This is an optimization exercise on Yosys and OpenROAD, whose aim is small area, a short achievable clock period and few clock cycles per item, not a production implementation. RTL that was checked went through simulation tests only; none was proved equivalent to the original. No activity file was given, so power comes from the tool's default toggle rates.

// ems_mapper_top
module ems_mapper_top (
   input  logic        clock,
   input  logic        reset,
   input  logic        req_valid,
   output logic        req_ready,
   input  logic [1:0]  req_mode,
   input  logic [15:0] req_io_port,
   input  logic [7:0]  req_write_data,
   input  logic [19:0] req_mem_address,
   output logic        rsp_valid,
   input  logic        rsp_ready,
   output logic [7:0]  rsp_read_data,
   output logic [2:0]  rsp_region,
   output logic        rsp_ems_hit,
   output logic [29:0] rsp_ems_address,
   input  logic        csr_valid,
   output logic        csr_ready,
   input  logic [7:0]  csr_index,
   input  logic [31:0] csr_wdata
);
   epfmm_pkg::req_type req_data;
   epfmm_pkg::rsp_type rsp_data;
   assign req_data.mode        = req_mode;
   assign req_data.io_port     = req_io_port;
   assign req_data.write_data  = req_write_data;
   assign req_data.mem_address = req_mem_address;
   assign rsp_read_data   = rsp_data.read_data;
   assign rsp_region      = rsp_data.region;
   assign rsp_ems_hit     = rsp_data.ems_hit;
   assign rsp_ems_address = rsp_data.ems_address;
   ems_page_frame_memory_mapper_unit #(.PORT_BASE(608)) u_unit (
      .clock     (clock),
      .reset     (reset),
      .req_valid (req_valid),
      .req_ready (req_ready),
      .req_data  (req_data),
      .rsp_valid (rsp_valid),
      .rsp_ready (rsp_ready),
      .rsp_data  (rsp_data),
      .csr_valid (csr_valid),
      .csr_ready (csr_ready),
      .csr_index (csr_index),
      .csr_wdata (csr_wdata)
   );
endmodule
Size in the first run: roughly 2500 cells after synthesis, roughly 140 I/O pins.
clock: 5.0 ns
lec_check: 0
cap_margin: 20
core_margin: 2
core_utilization: 40
setup_slack_margin: 2.0
slew_margin: 20
run.sh (not shown) runs the stock make flow with config.mk's settings and CLKGATE_MAP_FILE= SYNTH_SCRIPT=/design/flow/synth_recipe.tcl, a recipe that flattens the netlist after the stock synthesis.
The first run completed without violations.
==> next run, changes <==
Settings changed: SETUP_SLACK_MARGIN 2.0 to 2.5.
Result: Flip-flop and latch count is unchanged; critical path depth rose by 1; sequential share of layout area fell by 1.7 points; design area rose by 4.0%; global-route usage rose by 0.69 points; power rose by 6.1%; wire length rose by 4.4%; core utilization rose by 2.0 points.
No run of this note included a check of the RTL's function; only the layout flow was run.

run A:
Another version of the RTL of ems_mapper_top (not shown whole).
For scale: ~2,600 cells after synthesis, ~580 flip-flops, roughly 140 I/O pins.
==> flow/design.v (excerpt) <==
module ems_mapper_top (
   input  logic        clock,
   input  logic        reset,
   input  logic        req_valid,
   output logic        req_ready,
   input  logic [1:0]  req_mode,
   input  logic [15:0] req_io_port,
   input  logic [7:0]  req_write_data,
   input  logic [19:0] req_mem_address,
   output logic        rsp_valid,
   input  logic        rsp_ready,
   output logic [7:0]  rsp_read_data,
   output logic [2:0]  rsp_region,
   output logic        rsp_ems_hit,
   output logic [29:0] rsp_ems_address,
   input  logic        csr_valid,
   output logic        csr_ready,
   input  logic [7:0]  csr_index,
   input  logic [31:0] csr_wdata
);
   epfmm_pkg::req_type req_data;
   epfmm_pkg::rsp_type rsp_data;
   assign req_data.mode        = req_mode;
   assign req_data.io_port     = req_io_port;
   assign req_data.write_data  = req_write_data;
   assign req_data.mem_address = req_mem_address;
   assign rsp_read_data   = rsp_data.read_data;
   assign rsp_region      = rsp_data.region;
   assign rsp_ems_hit     = rsp_data.ems_hit;
   assign rsp_ems_address = rsp_data.ems_address;
  ...
clock: 5.0 ns
lec_check: 0
cap_margin: 20
core_margin: 2
core_utilization: 40
cts_cluster_diameter: 80
cts_cluster_size: 30
setup_slack_margin: 2.2
slew_margin: 20
tns_end_percent: 20
Run A was carried through to the last stage, and its layout satisfied the timing, DRC and antenna checks.
Testbench counts of run A, summed over its fixed seeds: cycles 7,101, items 7,085.
The following lists how run B was set up differently from run A:
-- flow/config.mk --
<<< run A, line 14
export SLEW_MARGIN = 20
export TNS_END_PERCENT = 20
>>> run B, line 14
export SLEW_MARGIN = 20
Findings:
Run B: done, clean on timing, DRC and antenna. Looking at capturing instance or port of the critical path, the u_unit.e_fill result is from run B; the u_unit.e_govr[2] one comes from run A. Run A → run B: insertion delay to the later sink of the worst-skew pair comparable; total power -0.062 mW; clock skew shows an increase of 0.028 ns. Summary — smallest setup slack after layout, run B relative to run A: higher, by 0.16 ns. Between run A and run B, the flow reports number of clock-tree buffers in the layout increasing by a few percent. End-of-flow core utilization essentially unchanged between run B and run A. The lower number of diodes added for antenna fixing of run B and run A is in run A. In the flow results for run B and run A, the global routing met2 resource utilization is larger on run A.
[inputs] run C vs run B
-- flow/config.mk --
<<< run B, line 10
export CORE_UTILIZATION = 40
export CTS_CLUSTER_DIAMETER = 80
export CTS_CLUSTER_SIZE = 30
export SETUP_SLACK_MARGIN = 2.2
export SLEW_MARGIN = 20
>>> run C, line 10
export CORE_UTILIZATION = 40
export SETUP_SLACK_MARGIN = 2.0
export SLEW_MARGIN = 20
- Taking run B over run C, the count of clock buffers in the final design ratio works out to 0.40.
- Run C vs run B: met3 routing resource usage after global routing up
- Note that the total CTS buffers recorded for run C amounts to 2.1 times the value seen in run B.
- Looking at clock-pin slew of the registers on the worst-case setup and hold paths, run C sits below run B.
- Compared with run B, run C shows via count that has gone up slightly.
- Routed wire length for run C: about 0.47% up relative to run B
The inputs of run D differ from those of run C as listed below.
==> flow/flow/run.sh (new file) <==
#!/bin/bash
# Layout flow: the standard flow (standard synthesis unchanged), with two
# placement/sizing settings changed after synthesis:
#  - the port buffers are buf_2 cells rather than the resizer's default pick
#    (a delay cell on this platform), so ports still get a buffer each;
#  - timing repair may swap a cell for one of another footprint (another
#    drive strength), not only for one of the same footprint.
# Each step's full output goes to a log file of its own in this folder.
set -euo pipefail
bash standard.sh synth > synth.log 2>&1
bash standard.sh MATCH_CELL_FOOTPRINT=0 \
   "BUFFER_PORTS_ARGS=-buffer_cell sky130_fd_sc_hd__buf_2" finish > layout.log 2>&1
==> flow/standard.sh (new file) <==
#!/bin/bash
# synth_recipe.tcl (not shown) runs the flow's synth.tcl, then flattens the netlist and writes it again
# the make line also repeats each setting of config.mk as NAME=value (left out here)
make -C /OpenROAD-flow-scripts/flow DESIGN_CONFIG=/design/flow/config.mk WORK_HOME=/design/flow/orfs CLKGATE_MAP_FILE= SYNTH_SCRIPT=/design/flow/synth_recipe.tcl "${@:-finish}"
-- flow/config.mk --
<<< run C, line 10
export CORE_UTILIZATION = 40
export SETUP_SLACK_MARGIN = 2.0
export SLEW_MARGIN = 20
>>> run D, line 10
export CORE_UTILIZATION = 40
export CTS_CLUSTER_DIAMETER = 80
export CTS_CLUSTER_SIZE = 30
export SETUP_SLACK_MARGIN = 2.2
export SLEW_MARGIN = 20
removed: flow/run.sh
Notes after the runs:
Summary of the comparison: combinational fraction of design power is higher in run D, relative to run C.
The post-cts repair resize count in run D is 0.822 times that in run C.
Taking run D as 1.0, run C lands at 2.6 on total of clock buffers placed in the layout.
Changes observed in run D relative to run C: global placer's final weighted congestion went up; worst slew slack as a fraction of its limit went down; finished layout cell area went down.
Cell-internal power was lower in the run labelled run D.
Run D vs run C: total of fill cells in the finished design up slightly

Starting RTL as in the previous note.
clock: 5.0 ns
lec_check: 0
cap_margin: 20
core_margin: 2
core_utilization: 40
setup_slack_margin: 2.5
slew_margin: 20
standard.sh (not shown) runs the stock make flow with config.mk's settings and CLKGATE_MAP_FILE= SYNTH_SCRIPT=/design/flow/synth_recipe.tcl, a recipe that flattens the netlist after the stock synthesis.
==> flow/flow/run.sh <==
#!/bin/bash
# Layout flow: the standard flow (standard synthesis unchanged), with two
# placement/sizing settings changed after synthesis:
#  - the port buffers are buf_2 cells rather than the resizer's default pick
#    (a delay cell on this platform), so ports still get a buffer each;
#  - timing repair may swap a cell for one of another footprint (another
#    drive strength), not only for one of the same footprint.
# Each step's full output goes to a log file of its own in this folder.
set -euo pipefail
bash standard.sh synth > synth.log 2>&1
bash standard.sh MATCH_CELL_FOOTPRINT=0 \
   "BUFFER_PORTS_ARGS=-buffer_cell sky130_fd_sc_hd__buf_2" finish > layout.log 2>&1
Testbench counts at the start, summed over its fixed seeds: cycles 7,101, items 7,085.
Change:
==> flow/run.sh (new file) <==
#!/bin/bash
# synth_recipe.tcl (not shown) runs the flow's synth.tcl, then flattens the netlist and writes it again
# the make line also repeats each setting of config.mk as NAME=value (left out here)
make -C /OpenROAD-flow-scripts/flow DESIGN_CONFIG=/design/flow/config.mk WORK_HOME=/design/flow/orfs CLKGATE_MAP_FILE= SYNTH_SCRIPT=/design/flow/synth_recipe.tcl finish
--- a/flow/config.mk
+++ b/flow/config.mk
@@ -8,5 +8,5 @@
 export CAP_MARGIN = 20
 export CORE_MARGIN = 2
-export CORE_UTILIZATION = 40
-export SETUP_SLACK_MARGIN = 2.5
+export CORE_UTILIZATION = 55
+export SETUP_SLACK_MARGIN = 2.2
 export SLEW_MARGIN = 20
removed: flow/flow/run.sh
removed: flow/standard.sh
After rerunning: Worst setup slack is worse by 43 ps; final cell count went down by roughly a tenth; sequential power barely changes; cell area went down by a few percent; power went down by a few percent; first-iteration DRC count went down by roughly a tenth; via count went down by a few percent; core utilization went up by 15 points; combinational power went down by roughly a tenth.
Change:
--- a/flow/config.mk
+++ b/flow/config.mk
@@ -8,5 +8,7 @@
 export CAP_MARGIN = 20
 export CORE_MARGIN = 2
-export CORE_UTILIZATION = 55
+export CORE_UTILIZATION = 40
+export CTS_CLUSTER_DIAMETER = 60
+export CTS_CLUSTER_SIZE = 25
 export SETUP_SLACK_MARGIN = 2.2
 export SLEW_MARGIN = 20
Utilization goes down by 17 points.
Die area went up by about 37%.
Non-clock buffer count increases by 6.
Via count goes down by 0.64%.
Wire length grows by 3.1%.
Worst setup slack improves by 110 ps.
Change:
--- a/flow/config.mk
+++ b/flow/config.mk
@@ -9,6 +9,4 @@
 export CORE_MARGIN = 2
 export CORE_UTILIZATION = 40
-export CTS_CLUSTER_DIAMETER = 60
-export CTS_CLUSTER_SIZE = 25
 export SETUP_SLACK_MARGIN = 2.2
 export SLEW_MARGIN = 20
Routed wire length climbs by 0.36%.
Synthesized area does not change.
Fmax is about the same.
Synthesized cell count stays the same.
Die area is unchanged.
Worst hold slack is better by 4.5 ps.
Change:
--- a/flow/config.mk
+++ b/flow/config.mk
@@ -9,4 +9,6 @@
 export CORE_MARGIN = 2
 export CORE_UTILIZATION = 40
-export SETUP_SLACK_MARGIN = 2.2
+export CTS_CLUSTER_DIAMETER = 80
+export CTS_CLUSTER_SIZE = 30
+export SETUP_SLACK_MARGIN = 2.3
 export SLEW_MARGIN = 20
Result:
- final cell count shrinks by 0.90%
- critical path depth does not change
- non-clock buffer count rose by 28
- worst setup slack got worse by 36 ps
- synthesized area stays the same

-- afterwards: timing with drivers on the ports --
No port has a modelled driver above. Below, the same layouts with a new extraction and two added sets of constraints.
Step 1, drivers: a clkbuf_16 drives clock and a buf_2 each remaining input, both assumed.
Step 2 adds t to the input delays and takes it off the output delays; t is the mean of the earliest and latest rising clock arrival at the registers after step 1. Input paths then give back, and output paths get back, about the clock's delay inside the block.
Three values: ideal, step 1, step 2; two values: the first two.
| run | shift t [ns] | setup WS [ns] | worst slew at a driven data input, ns |
|---|---|---|---|
| the first run of note 1 | 0.697 | 1.553 / 1.553 / 0.998 | 0.05 |
| the second run of note 1 | 0.693 | 1.621 / 1.621 / 1.024 | 0.05 |
| run A | 0.710 | 2.030 / 2.036 / 1.326 | 0.13 |
| run B | 0.709 | 2.188 / 2.166 / 1.457 | 0.10 |
| run C | 0.655 | 2.002 / 2.033 / 1.380 | 0.07 |
| run D | 0.688 | 2.076 / 2.087 / 1.399 | 0.08 |
| the first run of note 3 | 0.665 | 2.069 / 2.047 / 1.382 | 0.21 |
| the second run of note 3 | 0.680 | 2.027 / 2.033 / 1.353 | 0.20 |
| the third run of note 3 | 0.665 | 2.136 / 2.111 / 1.445 | 0.10 |
| the fourth run of note 3 | 0.673 | 2.135 / 2.108 / 1.435 | 0.14 |
| the fifth run of note 3 | 0.721 | 2.099 / 2.077 / 1.356 | 0.10 |
After both steps every run listed still meets setup and hold. For the fifth run of note 3, which loses most, drivers alone change the setup slack by -0.022 ns; drivers and shift together by -0.743 ns.
